Context: an optimization exercise on an open-source flow, tuned for small area, a short achievable clock period and few clock cycles per item. The choices shown serve that exercise and are no tape-out recipe. Power figures rest on the tool's default switching activity, not on a simulated workload.

// hls_dot_kernel
module hls_dot_kernel (
  input  logic        clk,
  input  logic        reset,
  input  logic        start,
  input  logic [3:0]  len,
  input  logic        wr_en,
  input  logic        wr_sel,
  input  logic [2:0]  wr_addr,
  input  logic [31:0] wr_data,
  output logic        busy,
  output logic        finished,
  output logic [31:0] return_val
);
For scale: about 2800 cells after synthesis, ~770 flip-flops, ~78 I/O pins, ~40000 µm² of cells after synthesis.
==> module hls_dot_kernel, before the edit <==
module hls_dot_kernel (
  input  logic        clk,
  input  logic        reset,
  input  logic        start,
  input  logic [3:0]  len,
  input  logic        wr_en,
  input  logic        wr_sel,
  input  logic [2:0]  wr_addr,
  input  logic [31:0] wr_data,
  output logic        busy,
  output logic        finished,
  output logic [31:0] return_val
);
  logic [31:0] r_mem_x [8];
  logic [31:0] r_mem_y [8];
  logic        r_busy, r_fin;
  logic [31:0] r_ret;
  logic [7:0]  r_fl;
  logic        r_dirty;
  logic        r_fb_run, r_fb_mark;
  logic [2:0]  r_fb_cnt, r_fb_last;
  logic        r_sh_vld;
  logic [2:0]  r_sh_addr;
  logic [31:0] r_a, r_acc;
  logic [15:0] r_neg, r_one, r_two;    
  logic        r_clr1;                 
  logic        r_lat;                  
  logic        w_idle, w_acc_st, w_acc_wr, w_fast, w_fb_st, w_mark, w_mul_y;
  logic [3:0]  w_len_c;
  logic [7:0]  w_mask;
  logic [2:0]  w_raddr;
  logic [31:0] w_b, w_p;
  logic [32:0] w_bx;
  assign w_idle   = !r_busy;
  assign w_acc_st = start && !reset && w_idle;
  assign w_acc_wr = wr_en && !reset && w_idle;
  assign w_len_c  = (len > 4'd8) ? 4'd8 : len;
  assign w_mask   = 8'((9'd1 << w_len_c) - 9'd1);
  assign w_fast   = (w_len_c != 4'd0) && !r_dirty && (r_fl == w_mask) && !wr_en;
  assign w_fb_st  = w_acc_st && !w_fast;
  assign w_mark = (w_acc_st && w_fast) || r_fb_mark;
  always_ff @(posedge clk) begin
    if (w_acc_wr) begin
      if (wr_sel) r_mem_y[wr_addr] <= wr_data;
      else        r_mem_x[wr_addr] <= wr_data;
    end
  end
  assign w_raddr = r_fb_run ? r_fb_cnt : wr_addr;
  assign w_mul_y = r_fb_run ? !(r_sh_vld && r_sh_addr == r_fb_cnt)
                            : (w_acc_st && w_acc_wr && {1'b0, wr_addr} < w_len_c);
  assign w_b  = w_mul_y ? r_mem_y[w_raddr] : ((w_acc_wr && wr_sel && !w_acc_st) ? wr_data : 32'd0);
  assign w_bx = {w_b, 1'b0};
  always_ff @(posedge clk) begin
    r_a <= r_mem_x[w_raddr];
    for (int r = 0; r < 16; r++) begin
      r_neg[r] <= w_bx[2*r+2];
      r_one[r] <= w_bx[2*r+1] ^ w_bx[2*r];
      r_two[r] <= (w_bx[2*r+2] && !w_bx[2*r+1] && !w_bx[2*r]) ||
                  (!w_bx[2*r+2] && w_bx[2*r+1] && w_bx[2*r]);
    end
    r_clr1 <= w_acc_st || r_fb_mark;
  end
  hls_pipe_mul u_mul (
    .clk  (clk),
    .i_a  (r_a),
    .i_neg(r_neg),
    .i_one(r_one),
    .i_two(r_two),
    .i_acc(r_acc),
    .o_p  (w_p)
  );
  always_ff @(posedge clk) r_acc <= r_clr1 ? 32'd0 : w_p;
  always_ff @(posedge clk) begin
    if (r_lat) r_ret <= w_p;
  end
  always_ff @(posedge clk) begin
    if (reset) begin
      r_busy    <= 1'b0;
      r_fin     <= 1'b0;
      r_lat     <= 1'b0;
      r_fb_run  <= 1'b0;
      r_fb_mark <= 1'b0;
      r_dirty   <= 1'b1;
      r_fl      <= 8'd0;
    end else begin
      r_lat     <= w_mark;
      if (w_acc_st) begin
        r_busy <= 1'b1;
        r_fin  <= 1'b0;
      end else if (r_lat) begin
        r_busy <= 1'b0;
        r_fin  <= 1'b1;
      end
      if (w_acc_st) begin
        r_fb_run  <= !w_fast && (w_len_c != 4'd0);
        r_fb_mark <= !w_fast && (w_len_c == 4'd0);
        r_fb_last <= 3'(w_len_c - 4'd1);
        r_fb_cnt  <= 3'd0;
        r_sh_vld  <= w_acc_wr;
        r_sh_addr <= wr_addr;
      end else begin
        r_fb_mark <= r_fb_run && (r_fb_cnt == r_fb_last);
        if (r_fb_run) begin
          if (r_fb_cnt == r_fb_last) r_fb_run <= 1'b0;
          r_fb_cnt <= r_fb_cnt + 3'd1;
        end
      end
      if (w_acc_st) begin
        r_dirty <= 1'b0;
        r_fl    <= 8'd0;
      end else if (w_acc_wr) begin
        if (r_fl[wr_addr]) r_dirty <= 1'b1;
        if (wr_sel) r_fl[wr_addr] <= 1'b1;
      end
    end
  end
  assign busy       = r_busy;
  assign finished   = r_fin;
  assign return_val = r_ret;
endmodule
make LEC_CHECK=0 CAP_MARGIN=20 CORE_MARGIN=2 CORE_UTILIZATION=40 SETUP_SLACK_MARGIN=4.6 SLEW_MARGIN=20 finish   # period 8.0 ns
run.sh (not shown) runs the stock make flow with config.mk's settings and CLKGATE_MAP_FILE= SYNTH_SCRIPT=/design/flow/synth_recipe.tcl, a recipe that flattens the netlist after the stock synthesis.
==> next run, changes <==
--- a/flow/design.v
+++ b/flow/design.v
@@ -1262,13 +1262,13 @@
   logic        r_fb_run, r_fb_mark;
   logic [2:0]  r_fb_cnt, r_fb_last;
   logic        r_sh_vld;
   logic [2:0]  r_sh_addr;
   logic [31:0] r_a, r_acc;
   logic [15:0] r_neg, r_one, r_two;    
-  logic        r_clr1;                 
+  logic        r_clr1, r_clr2;         
   logic        r_lat;                  
   logic        w_idle, w_acc_st, w_acc_wr, w_fast, w_fb_st, w_mark, w_mul_y;
   logic [3:0]  w_len_c;
   logic [7:0]  w_mask;
   logic [2:0]  w_raddr;
   logic [31:0] w_b, w_p;
@@ -1298,23 +1298,24 @@
       r_neg[r] <= w_bx[2*r+2];
       r_one[r] <= w_bx[2*r+1] ^ w_bx[2*r];
       r_two[r] <= (w_bx[2*r+2] && !w_bx[2*r+1] && !w_bx[2*r]) ||
                   (!w_bx[2*r+2] && w_bx[2*r+1] && w_bx[2*r]);
     end
     r_clr1 <= w_acc_st || r_fb_mark;
+    r_clr2 <= r_clr1;
   end
   hls_pipe_mul u_mul (
     .clk  (clk),
     .i_a  (r_a),
     .i_neg(r_neg),
     .i_one(r_one),
     .i_two(r_two),
-    .i_acc(r_acc),
+    .i_acc(r_clr2 ? 32'd0 : r_acc),
     .o_p  (w_p)
   );
-  always_ff @(posedge clk) r_acc <= r_clr1 ? 32'd0 : w_p;
+  always_ff @(posedge clk) r_acc <= w_p;
   always_ff @(posedge clk) begin
     if (r_lat) r_ret <= w_p;
   end
   always_ff @(posedge clk) begin
     if (reset) begin
       r_busy    <= 1'b0;
Result:
- design area is lower by 1.5%
- routed wire length falls by 6.4%
- area after synthesis decreases by 1.4%
- sequential cell count goes up by 1
- total power falls by 4.0%
- global-route usage came out lower by 1.3 points
- die area goes down by 1.4%
- setup slack degrades by 0.015 ns
- fmax decreases by 0.42%
- via count falls by 3.6%
Function was not checked in any run of this note: the RTL went through the layout flow alone.

Starting RTL as in the previous note.
export LEC_CHECK = 0
export CAP_MARGIN = 20
export CORE_MARGIN = 2
export CORE_UTILIZATION = 40
export SETUP_SLACK_MARGIN = 5
export SLEW_MARGIN = 20
create_clock -name core_clock -period 8.0 [get_ports {clk}]
standard.sh (not shown) runs the stock make flow with config.mk's settings and CLKGATE_MAP_FILE= SYNTH_SCRIPT=/design/flow/synth_recipe.tcl, a recipe that flattens the netlist after the stock synthesis.
==> flow/flow/run.sh <==
#!/bin/bash
# The standard layout (standard.sh) with two changes: buffer_ports buffers
# the ports with buf_4 cells instead of the delay buffer it picks by itself,
# and synthesis leaves full and half adders to abc (no ADDER_MAP_FILE) instead
# of mapping them to the slow fa/ha cells. Registers are untouched. make's
# whole output goes to flow_make.log; ORFS keeps each step's log in orfs/logs/.
set -euo pipefail
bash standard.sh "BUFFER_PORTS_ARGS=-buffer_cell sky130_fd_sc_hd__buf_4" "ADDER_MAP_FILE=" finish > flow_make.log 2>&1
==> next run, changes <==
--- a/flow/design.v
+++ b/flow/design.v
@@ -1263,11 +1263,11 @@
   logic [2:0]  r_fb_cnt, r_fb_last;
   logic        r_sh_vld;
   logic [2:0]  r_sh_addr;
   logic [31:0] r_a, r_acc;
   logic [15:0] r_neg, r_one, r_two;    
-  logic        r_clr1;                 
+  logic        r_clr1, r_clr2;         
   logic        r_lat;                  
   logic        w_idle, w_acc_st, w_acc_wr, w_fast, w_fb_st, w_mark, w_mul_y;
   logic [3:0]  w_len_c;
   logic [7:0]  w_mask;
   logic [2:0]  w_raddr;
@@ -1299,21 +1299,22 @@
       r_one[r] <= w_bx[2*r+1] ^ w_bx[2*r];
       r_two[r] <= (w_bx[2*r+2] && !w_bx[2*r+1] && !w_bx[2*r]) ||
                   (!w_bx[2*r+2] && w_bx[2*r+1] && w_bx[2*r]);
     end
     r_clr1 <= w_acc_st || r_fb_mark;
+    r_clr2 <= r_clr1;
   end
   hls_pipe_mul u_mul (
     .clk  (clk),
     .i_a  (r_a),
     .i_neg(r_neg),
     .i_one(r_one),
     .i_two(r_two),
-    .i_acc(r_acc),
+    .i_acc(r_clr2 ? 32'd0 : r_acc),
     .o_p  (w_p)
   );
-  always_ff @(posedge clk) r_acc <= r_clr1 ? 32'd0 : w_p;
+  always_ff @(posedge clk) r_acc <= w_p;
   always_ff @(posedge clk) begin
     if (r_lat) r_ret <= w_p;
   end
   always_ff @(posedge clk) begin
     if (reset) begin
After rerunning:
- The new run passed the timing, DRC and antenna checks
- power falls by 6.5%
- via count came out lower by 2.1%
- combinational power shrinks by about 10%
- wire length falls by 4.4%
- worst hold slack degrades by 0.17 ns
- clock power drops by about 1%
- sequential cell count went up by 1
- area after synthesis falls by 1.4%
- register-to-register slack loses 0.06 ns
- first-iteration DRC count went down by 22%
- count of clock-buffer cells in the layout goes up by 4
Function was not checked in any run of this note: the RTL went through the layout flow alone.

-- afterwards: timing with drivers on the ports --
The flow's constraints put no driver on any port. The routed layouts listed below were extracted and timed again, unchanged, in two steps.
Step 1 assumes that a clkbuf_16 drives the clock port and a buf_2 every other input.
Step 2 adds t to the input delays and takes it off the output delays; t is the mean of the earliest and latest rising clock arrival at the registers after step 1. Input paths then give back, and output paths get back, about the clock's delay inside the block.
Three values: no drivers, after step 1, after step 2; two values: the first two.
| run | t, ns | setup slack, ns | hold slack, ns | worst register clock-pin slew, ns | worst data-port slew with drivers (ns) |
|---|---|---|---|---|---|
| the first run of note 1 | 0.724 | 4.402 / 4.402 / 3.990 | 0.507 / 0.507 / 0.507 | 0.06 / 0.06 | 0.15 |
| the second run of note 1 | 0.701 | 4.387 / 4.387 / 4.030 | 0.364 / 0.364 / 0.364 | 0.06 / 0.06 | 0.14 |
| the first run of note 2 | 0.726 | 4.439 / 4.439 / 4.364 | 0.496 / 0.496 / 0.496 | 0.07 / 0.07 | 0.10 |
| the second run of note 2 | 0.723 | 4.378 / 4.378 / 4.293 | 0.326 / 0.326 / 0.326 | 0.07 / 0.07 | 0.11 |
After both steps setup and hold are still met in every run listed. The setup slack of the first run of note 1, which loses most, moves by 0.000 ns with the drivers and by -0.412 ns with both steps.
